Context: an optimization exercise on an open-source flow, tuned for small area, a short achievable clock period and few clock cycles per item. The choices shown serve that exercise and are no tape-out recipe.
Function was checked by simulation only, so behaviour that the tests miss may differ from the original.
No activity file was given, so power comes from the tool's default toggle rates.

==> flow/design.v <==
module sorter_top (
    input  logic                                        clk_i,
    input  logic                                        rst_i,
    input  logic                                        src_vld_i,
    input  logic [16-1:0]                   src_data_i,
    output logic                                        reorder_vld_o,
    output logic [8*16-1:0] reorder_ranks_o
);
    localparam int DW   = 16;
    localparam int TW   = 4;
    localparam int WIN  = 15;
    localparam int OUTR = 8;
    logic [DW-1:0]      val_q [WIN];
    logic [TW-1:0]      tag_q [WIN];
    logic [TW-1:0]      ptr_q;
    logic               vld_q;
    logic [WIN-1:0]     lt;           
    logic [WIN-1:0]     is_old;       
    logic [WIN-1:0]     past_old;     
    logic [WIN-1:0]     s_up, s_hold, s_new, s_dn;
    logic               load;
    function automatic logic less_than(input logic [DW-1:0] a, input logic [DW-1:0] b);
        logic [DW-1:0] l;
        logic [DW-1:0] ng;
        for (int i = 0; i < DW; i++) begin
            l[i]  = ~a[i] & b[i];
            ng[i] = ~a[i] | b[i];
        end
        for (int s = 1; s < DW; s = s * 2) begin
            for (int i = 0; i + s < DW; i = i + 2 * s) begin
                l[i]  = l[i + s] | (ng[i + s] & l[i]);
                ng[i] = l[i + s] | (ng[i + s] & ng[i]);
            end
        end
        less_than = l[0];
    endfunction
    always_comb begin
        for (int i = 0; i < WIN; i++) begin
            lt[i]     = less_than(src_data_i, val_q[i]);
            is_old[i] = (tag_q[i] == ptr_q);
            past_old[i] = is_old[i] | ((i > 0) ? past_old[(i > 0) ? i-1 : 0] : 1'b0);
        end
    end
    assign load = src_vld_i & ~rst_i;
    always_comb begin
        for (int j = 0; j < WIN; j++) begin
            s_up[j]   = load & (j > 0) & ~past_old[(j > 0) ? j-1 : 0] & lt[(j > 0) ? j-1 : 0];
            s_dn[j]   = load & (j < WIN-1) & past_old[j] & ~lt[(j < WIN-1) ? j+1 : 0];
            if (j == 0) begin
                s_new[j] = load & (past_old[0] ? lt[1] : lt[0]);
            end else if (j == WIN-1) begin
                s_new[j] = load & ~lt[j-1 + (past_old[j-1] ? 1 : 0)];
            end else begin
                s_new[j] = load & (past_old[j] ? lt[j+1] : lt[j])
                                & ~(past_old[j-1] ? lt[j] : lt[j-1]);
            end
            s_hold[j] = ~rst_i & (~load
                                | (~past_old[j] & ~lt[j])
                                | ((j > 0) & past_old[(j > 0) ? j-1 : 0] & lt[j]));
        end
    end
    always_ff @(posedge clk_i) begin
        for (int j = 0; j < WIN; j++) begin
            val_q[j] <= ({DW{s_up[j]}}   & val_q[(j > 0) ? j-1 : 0])
                      | ({DW{s_hold[j]}} & val_q[j])
                      | ({DW{s_new[j]}}  & src_data_i)
                      | ({DW{s_dn[j]}}   & val_q[(j < WIN-1) ? j+1 : 0]);
            tag_q[j] <= ({TW{s_up[j]}}   & tag_q[(j > 0) ? j-1 : 0])
                      | ({TW{s_hold[j]}} & tag_q[j])
                      | ({TW{s_new[j]}}  & ptr_q)
                      | ({TW{s_dn[j]}}   & tag_q[(j < WIN-1) ? j+1 : 0])
                      | ({TW{rst_i}}     & TW'(j));
        end
        if (rst_i) begin
            ptr_q <= '0;
            vld_q <= 1'b0;
        end else begin
            vld_q <= src_vld_i;
            if (src_vld_i) begin
                ptr_q <= (ptr_q == TW'(WIN - 1)) ? '0 : ptr_q + 1'b1;
            end
        end
    end
    assign reorder_vld_o = vld_q;
    always_comb begin
        for (int r = 0; r < OUTR; r++) begin
            reorder_ranks_o[r*DW +: DW] = val_q[r];
        end
    end
endmodule
Settings: LEC_CHECK=0, ABC_AREA=1, CAP_MARGIN=20, CORE_MARGIN=2, CORE_UTILIZATION=50, PLACE_DENSITY=0.6, SETUP_SLACK_MARGIN=3.0, SLEW_MARGIN=20, TNS_END_PERCENT=0; clock period 6.0 ns.
standard.sh (not shown) runs the stock make flow with config.mk's settings and CLKGATE_MAP_FILE= SYNTH_SCRIPT=/design/flow/synth_recipe.tcl, a recipe that flattens the netlist after the stock synthesis.
==> flow/flow/run.sh <==
#!/bin/bash
# Standard ORFS layout with two changes:
# - ports are buffered with plain buffers instead of the delay cell that
#   buffer_ports picks by default;
# - before repair_design, the input port buffers are upsized, since each data
#   input fans out to every comparator.
set -e
here=$(pwd)
export BUFFER_PORTS_ARGS="-buffer_cell sky130_fd_sc_hd__buf_1"
export PRE_RESIZE_TCL="$here/flow/upsize_inputs.tcl"
bash standard.sh > standard_run.log 2>&1
==> flow/flow/upsize_inputs.tcl <==
# Input port buffers drive wide fanout (each data bit feeds every comparator);
# give them a strong cell before repair_design builds buffer trees.
foreach inst [get_cells input*] {
  replace_cell $inst sky130_fd_sc_hd__buf_16
}
Testbench counts at the start, summed over its fixed seeds: cycles 6,400, items 3,200.
Then changed:
==> flow/flow/run.sh (replaced) <==
#!/bin/bash
# Standard ORFS layout; ports are buffered with plain buffers instead of the
# delay cell buffer_ports picks by default.
set -e
cp standard.sh standard_sh_copy.log
export BUFFER_PORTS_ARGS="-buffer_cell sky130_fd_sc_hd__buf_1"
bash standard.sh > standard_run.log 2>&1
--- a/flow/config.mk
+++ b/flow/config.mk
@@ -8 +7,0 @@
-export ABC_AREA = 1
removed: flow/flow/upsize_inputs.tcl
- The new run completed with no timing, DRC or antenna violations
- via count decreases by about a fifth
- sequential share of layout area increases by 0.62 points
- die area decreases by a little under a tenth
- design area decreases by a few percent
- critical path depth decreases by 1
- routed wire length decreases slightly
- total power decreases by roughly a tenth
- first-iteration DRC count decreases slightly
- synthesized cell count decreases by well over a third
- cell count decreases by a quarter to a third
- hold slack gets worse by 0.0084 ns
Then changed:
==> flow/flow/run.sh (replaced) <==
#!/bin/bash
# Standard ORFS layout with these changes:
# - Yosys's ABC maps the logic with flow/abc.script (Yosys's own default
#   mapping: &dch, &nf) instead of ORFS's scripts; registers are untouched,
#   ABC only maps the combinational logic;
# - ports are buffered with plain buffers instead of the delay cell that
#   buffer_ports picks by default;
# - the resizer may swap cells across footprints (MATCH_CELL_FOOTPRINT=0);
# - before repair_design, the input port buffers are upsized, since each data
#   input fans out to every comparator.
set -e
here=$(pwd)
rm -rf "$here/orfs_scripts"
cp -r "$FLOW_HOME/scripts" "$here/orfs_scripts"
cp "$here/flow/abc.script" "$here/orfs_scripts/abc_speed.script"
cp "$here/flow/abc.script" "$here/orfs_scripts/abc_area.script"
export SCRIPTS_DIR="$here/orfs_scripts"
export BUFFER_PORTS_ARGS="-buffer_cell sky130_fd_sc_hd__buf_1"
export PRE_RESIZE_TCL="$here/flow/upsize_inputs.tcl"
bash standard.sh MATCH_CELL_FOOTPRINT=0 finish > standard_run.log 2>&1
==> flow/flow/abc.script (new file) <==
strash
&get -n
&fraig -x
&put
scorr
dc2
strash
&get -n
&dch -f
&nf
&put
buffer -p
upsize
dnsize
stime -p
==> flow/flow/upsize_inputs.tcl (new file) <==
# Input port buffers drive wide fanout (each data bit feeds every comparator);
# give them a strong cell before repair_design builds buffer trees.
foreach inst [get_cells input*] {
  replace_cell $inst sky130_fd_sc_hd__buf_16
}
--- a/flow/config.mk
+++ b/flow/config.mk
@@ -7,0 +8 @@
+export ABC_AREA = 1
@@ -14 +15 @@
-export TNS_END_PERCENT = 0
+export TNS_END_PERCENT = 10
Fmax falls by about 6%; total power falls by about 1.2%; clock power falls by about 5%; utilization falls by 0.24 points; non-clock buffer count falls by 18; register-to-register slack gets worse by 0.14 ns; worst setup slack gets worse by 0.22 ns.
Then changed:
--- a/flow/config.mk
+++ b/flow/config.mk
@@ -15 +15 @@
-export TNS_END_PERCENT = 10
+export TNS_END_PERCENT = 0
The changed run ran to the end with no violations.
Synthesized cell count is unchanged.
Routed wire length grows by a few percent.
Cell count grows slightly.
Count of clock-buffer cells in the layout grows by 6.
Total power grows by a few percent.

## port drivers added, routing unchanged
In the flow no input, the clock included, has a driving cell. The finished layouts below were timed again as built, in two steps.
Step 1: set_driving_cell puts a clkbuf_16 on clk_i and a buf_2 on each other input, an assumption about the parent block.
Step 2, shift: input delay + t, output delay - t, t = (earliest + latest rising clock arrival at the registers) / 2. This alone moves slack from input paths to output paths.
Slacks: ideal ports / drivers / drivers and shift; pairs: ideal ports / drivers.
run | t (ns) | setup WS [ns] | worst setup path after step 2 | worst register clock-pin slew, ns
the first run | 0.621 | 2.943 / 2.914 / 2.293 | input to register | 0.06 / 0.06
the second run | 0.615 | 2.663 / 2.513 / 1.898 | input to register | 0.06 / 0.06
the third run | 0.601 | 2.444 / 2.440 / 1.839 | input to register | 0.06 / 0.06
the fourth run | 0.603 | 2.504 / 2.474 / 1.871 | input to register | 0.06 / 0.06
After both steps setup and hold are still met in every run listed. The setup slack of the second run, which loses most, moves by -0.150 ns with the drivers and by -0.765 ns with both steps.
